From an optimization exercise on the open Yosys and OpenROAD flow, aimed at small area, a short achievable clock period and few clock cycles per item; shortcuts taken in it are not production practice. The RTL was checked by simulation tests, not by an equivalence proof against the original design. Power figures rest on the tool's default switching activity, not on a simulated workload.

## v10
Design indent_dedent_tracker_core, start of the top module:
module indent_dedent_tracker_core #(
	parameter int STACK_DEPTH = 64,
	parameter int COLUMN_BITS = 12
) (
	input  wire logic        clk,
	input  wire logic        arst_n,
	input  wire logic        s_tvalid,
	output logic             s_tready,
	input  wire logic [15:0] s_tdata,   
	input  wire logic [0:0]  s_tuser,   
	output logic             m_tvalid,
	input  wire logic        m_tready,
	output logic [15:0]      m_tdata,   
	output logic [1:0]       m_tuser,   
	output logic             m_tlast
);
	localparam int CB = idt_pkg::IN_COL_BITS;
	logic          in_v_q, s_rdy_q, head_v_q, skid_v_q;
	logic          in_v_d, s_rdy_d, head_v_d, skid_v_d;
	logic [CB:0]   in_q, head_q, skid_q;    
	logic          acc, fwd, take;
	assign s_tready = s_rdy_q;
	assign acc      = s_tvalid && s_rdy_q;
	assign fwd      = in_v_q && !skid_v_q;
	always_comb begin
		if (!head_v_q || take) begin
			head_v_d = skid_v_q || fwd;
			skid_v_d = 1'b0;
		end else begin
			head_v_d = 1'b1;
			skid_v_d = skid_v_q || fwd;
		end
		in_v_d  = acc || (in_v_q && skid_v_q);
		s_rdy_d = !in_v_d || !skid_v_d;
	end
	always_ff @(posedge clk or negedge arst_n) begin
		if (!arst_n) begin
			in_v_q   <= 1'b0;
			s_rdy_q  <= 1'b0;
			head_v_q <= 1'b0;
			skid_v_q <= 1'b0;
		end else begin
			in_v_q   <= in_v_d;
			s_rdy_q  <= s_rdy_d;
			head_v_q <= head_v_d;
			skid_v_q <= skid_v_d;
		end
	end
	always_ff @(posedge clk) begin
		if (s_rdy_q) begin
			in_q <= {s_tuser[0], s_tdata[CB-1:0]};
		end
		if (!head_v_q || take) begin
			head_q <= skid_v_q ? skid_q : in_q;
		end
		if (!skid_v_q) begin
			skid_q <= in_q;
		end
	end
	idt_pkg::result_t       res;
	logic                   push, pop, zin, zout;
	logic                   hs_eq_ht, hs_is_0, hs_is_1, next_bit;
	logic [COLUMN_BITS-1:0] st_top, st_second;
	idt_ctrl #(
  ...
export LEC_CHECK = 0
export CAP_MARGIN = 20
export CORE_MARGIN = 2
export CORE_UTILIZATION = 40
export PLACE_DENSITY = 0.45
export SETUP_SLACK_MARGIN = 2.8
export SLEW_MARGIN = 20
create_clock -name core_clock -period 5.0 [get_ports {clk}]
run.sh (not shown) runs the stock make flow with config.mk's settings and CLKGATE_MAP_FILE= SYNTH_SCRIPT=/design/flow/synth_recipe.tcl, a recipe that flattens the netlist after the stock synthesis.
v10 reached the end of the flow, and the finished layout is clean on the timing, DRC and antenna checks.
Testbench counts of v10, summed over its fixed seeds: cycles 5,141, lines 4,800.
Input-level comparison between v6 and v10:
diff --git a/flow/config.mk b/flow/config.mk
--- a/flow/config.mk
+++ b/flow/config.mk
@@ -10,4 +10,6 @@
 export CORE_UTILIZATION = 40
+export CTS_CLUSTER_DIAMETER = 100
+export CTS_CLUSTER_SIZE = 30
 export PLACE_DENSITY = 0.45
-export SETUP_SLACK_MARGIN = 2.8
+export SETUP_SLACK_MARGIN = 3.1
 export SLEW_MARGIN = 20
Results
The final layouts of v6 and v10 pass the timing, DRC and antenna checks.
The slowest cell on the critical path comes out sky130_fd_sc_hd__or4b_4 in one run and sky130_fd_sc_hd__dfrtp_4 in the other, namely in v10 and v6 respectively.
v6 ended up with fewer standard cells than v10.
Going from v10 to v6, clock latency on the worst-skew pair moved up; final instance area moved down; total power moved down; number of buffers and inverters on the critical path level.
met1 capacity usage during global routing for v6: 0.69 points up relative to v10
Switching part of the total for v6 is higher than for v10.
In the reports for v6 and v10, the larger required time of the critical path belongs to v6.
As of v6, detailed-route wire length had risen slightly compared to v10.
v6: met3 layer usage reported by global route lower than v10
In v6 the pin count of the biggest net entering global routing turned out about 0.8% higher than in v10.
[inputs] v37 vs v6
diff --git a/flow/config.mk b/flow/config.mk
--- a/flow/config.mk
+++ b/flow/config.mk
@@ -13,3 +13,3 @@
 export PLACE_DENSITY = 0.45
-export SETUP_SLACK_MARGIN = 3.1
+export SETUP_SLACK_MARGIN = 2.8
 export SLEW_MARGIN = 20
Findings:
Taking v6 as the reference, in v37 delay of the slowest cell on the worst path lost 0.05 ns; peak fanout along the critical path picked up an extra 1. Against v6, first-iteration DRC count in v37 fell by a few percent. NOTE: global router's overall resource usage in v37 falls short of that of v6. For v37, the library cell contributing the largest single delay on the critical path was sky130_fd_sc_hd__dfrtp_2, unlike v6, where it was sky130_fd_sc_hd__dfrtp_4. As far as count of state elements after synthesis goes, v6 and v37 are indistinguishable; the numbers are identical. v6 and v37 ended up with nearly the same met2 global-route usage.
Here is what was changed in the inputs of v19 compared with v37.
diff --git a/flow/config.mk b/flow/config.mk
--- a/flow/config.mk
+++ b/flow/config.mk
@@ -13,3 +13,3 @@
 export PLACE_DENSITY = 0.45
-export SETUP_SLACK_MARGIN = 2.8
+export SETUP_SLACK_MARGIN = 2.6
 export SLEW_MARGIN = 20
==> comparison <==
- Number of stages on the worst setup path ends up higher on v37.
- Compared with v37, v19 shows design area that has gone down by a few percent.
- Between v19 and v37, it is v19 whose met2 capacity usage during global routing is lower, by 0.39 points.
- Number of setup buffers added after CTS, v19 vs v37: down by more than 10%
- v19 vs v37, critical path class: flip-flop to output pin vs flip-flop to flip-flop

separate check: timing with driven ports:
The results above use ideal ports. As a check the final layouts listed here were re-extracted and re-timed, cells and wires unchanged. Step 1 (the two cells are an assumption about what drives the block):
set clk [get_ports {clk}]
set_driving_cell -lib_cell sky130_fd_sc_hd__clkbuf_16 $clk
set_driving_cell -lib_cell sky130_fd_sc_hd__buf_2 [delete_from_list [all_inputs] $clk]
Step 2 also shifts input and output timing later by t, the mid clock arrival at the registers, as if the neighbouring blocks saw the same clock. Slacks: ideal / step 1 / step 2; pairs: ideal / step 1.
run	t (ns)	slack for setup (ns)	worst slew at a driven data input, ns
v10	0.649	2.638 / 2.638 / 2.178	0.03
v6	0.680	2.551 / 2.551 / 2.197	0.04
v37	0.677	2.644 / 2.616 / 2.207	0.03
v19	0.680	2.637 / 2.575 / 2.418	0.03
After both steps every run listed still meets setup and hold. The setup slack of v10, which loses most, moves by 0.000 ns with the drivers and by -0.460 ns with both steps.
